Context: an optimization exercise on an open-source flow, tuned for small area, a short achievable clock period and few clock cycles per item. The choices shown serve that exercise and are no tape-out recipe. RTL that was checked went through simulation tests only; none was proved equivalent to the original.

==> flow/design.v (excerpt) <==
module ex_muldiv_unit (
  input  logic        clk,
  input  logic        rst,
  input  logic        start_i,
  input  logic [2:0]  op_i,
  input  logic [31:0] rs1_i,
  input  logic [31:0] rs2_i,
  input  logic [4:0]  rd_addr_i,
  input  logic        flush_i,
  output logic        busy_o,
  output logic        done_o,
  output logic [31:0] result_o,
  output logic [4:0]  rd_addr_o
);
Size: roughly 210 flip-flops, about 120 I/O pins.
export LEC_CHECK = 0
export CAP_MARGIN = 30
export CORE_MARGIN = 2
export CORE_UTILIZATION = 40
export SETUP_SLACK_MARGIN = 4.5
export SLEW_MARGIN = 30
export SYNTH_HIERARCHICAL = 1
create_clock -name core_clock -period 11.0 [get_ports {clk}]
run.sh (not shown) runs the stock make flow with config.mk's settings and CLKGATE_MAP_FILE= SYNTH_SCRIPT=/design/flow/synth_recipe.tcl, a recipe that flattens the netlist after the stock synthesis.
The starting point ran to the end with no violations.
Testbench counts at the start, summed over its fixed seeds: cycles 19,583, ops 4,000.
Rerun with:
--- a/flow/config.mk
+++ b/flow/config.mk
@@ -10,3 +10,3 @@
 export CORE_UTILIZATION = 40
-export SETUP_SLACK_MARGIN = 4.5
+export SETUP_SLACK_MARGIN = 5
 export SLEW_MARGIN = 30
The changed run passed the timing, DRC and antenna checks.
Worst setup slack improves by 400 ps.
Cell area climbs by a few percent.
Count of clock-buffer cells in the layout does not change.

* * *

Setup of lane 4:
Another version of the RTL of ex_muldiv_unit (not shown whole).
For scale: about 3,200 cells after synthesis.
clock: 11.0 ns
lec_check: 0
cap_margin: 30
core_margin: 2
core_utilization: 40
setup_slack_margin: 5
slew_margin: 30
synth_hierarchical: 1
standard.sh (not shown) runs the stock make flow with config.mk's settings and CLKGATE_MAP_FILE= SYNTH_SCRIPT=/design/flow/synth_recipe.tcl, a recipe that flattens the netlist after the stock synthesis.
==> flow/flow/run.sh <==
#!/bin/bash
set -euo pipefail
grep -q 'SETUP_SLACK_MARGIN=5 ' standard.sh
sed 's/SETUP_SLACK_MARGIN=5 /SETUP_SLACK_MARGIN=5.5 /' standard.sh > standard_margin.sh
bash standard_margin.sh > standard.log 2>&1
Testbench counts of lane 4, summed over its fixed seeds: cycles 19,280, ops 4,000.
Input changes introduced in lane 3 (baseline for comparison: lane 4):
==> flow/run.sh (new file) <==
#!/bin/bash
# synth_recipe.tcl (not shown) runs the flow's synth.tcl, then flattens the netlist and writes it again
# the make line also repeats each setting of config.mk as NAME=value (left out here)
make -C /OpenROAD-flow-scripts/flow DESIGN_CONFIG=/design/flow/config.mk WORK_HOME=/design/flow/orfs CLKGATE_MAP_FILE= SYNTH_SCRIPT=/design/flow/synth_recipe.tcl finish
removed: flow/flow/run.sh
removed: flow/standard.sh
Results
- Taking lane 4 as the reference, in lane 3 global-route usage dropped 0.44 points, core utilization now smaller.
- Cell count on lane 3 is down relative to lane 4.
- Of the two values seen for last element of the critical path, result_o[23] was produced by lane 3 and result_o[31] by lane 4.
- Between lane 3 and lane 4, the difference in synthesized area is negligible.
- Delta (lane 3 minus lane 4): minimum clock period increased 0.13 ns; unique cell type count in the Yosys netlist flat.
- For number of instances on the worst hold path, lane 4 and lane 3 come out practically identical.
- Between lane 3 and lane 4, the first-iteration DRC count is higher for lane 3.
- Lane 4 has higher wire length of the first global-routing pass than lane 3.
- Lane 3 vs. lane 4: length of routed wiring on met1 went down by about 0.34%.

* * *

Setup of run 3:
Another version of the RTL of ex_muldiv_unit (not shown whole).
For scale: ~200 flip-flops, about 120 I/O pins.
clock: 11.0 ns
lec_check: 0
abc_area: 1
cap_margin: 30
core_margin: 2
core_utilization: 40
setup_slack_margin: 5
slew_margin: 30
synth_hierarchical: 1
run.sh (not shown) runs the stock make flow with config.mk's settings and CLKGATE_MAP_FILE= SYNTH_SCRIPT=/design/flow/synth_recipe.tcl, a recipe that flattens the netlist after the stock synthesis.
Stock flow here: none of the scripts above is used.
Run 3 went all the way through the flow, and no timing, DRC or antenna check failed.
Edits applied to the flow inputs when going from run 3 to run 2:
- ABC_AREA: 1 -> unset
- Taking run 3 as the reference, in run 2 global-route wire length before repair shows a reduction of 2500 um; number of gates resized after CTS shrank by 88; final instance area lost 1700 um^2.
- Sort run 3 and run 2 by last weighted congestion value of the routability-driven placer asc -> top: run 2
- Of the two values seen for type of the worst setup path, reg -> reg was produced by run 3 and reg -> out by run 2.
No functional check of the RTL was part of any run of this note.

## static timing again, ports no longer ideal
No port has a modelled driver above. Below, the same layouts with a new extraction and two added sets of constraints. Step 1 assumes that a clkbuf_16 drives the clock port and a buf_2 every other input. Step 2 also shifts input and output timing later by t, the mid clock arrival at the registers, as if the neighbouring blocks saw the same clock. Three values: no drivers, after step 1, after step 2; two values: the first two.
run	shift t [ns]	slack for setup (ns)	worst setup path at the end	pins driven straight from the clock port
the first run of note 1	0.603	4.625 / 4.575 / 4.745	register to register	1
the second run of note 1	0.605	5.029 / 4.979 / 4.777	input to register	1
lane 4	0.639	5.119 / 5.054 / 4.971	input to register	1
lane 3	0.645	4.993 / 4.928 / 4.616	input to register	1
run 3	0.623	4.479 / 4.479 / 4.479	register to register	1
run 2	0.643	5.010 / 4.942 / 4.723	input to register	1
After both steps every run listed still meets setup and hold. For lane 3, which loses most, drivers alone change the setup slack by -0.065 ns; drivers and shift together by -0.377 ns.
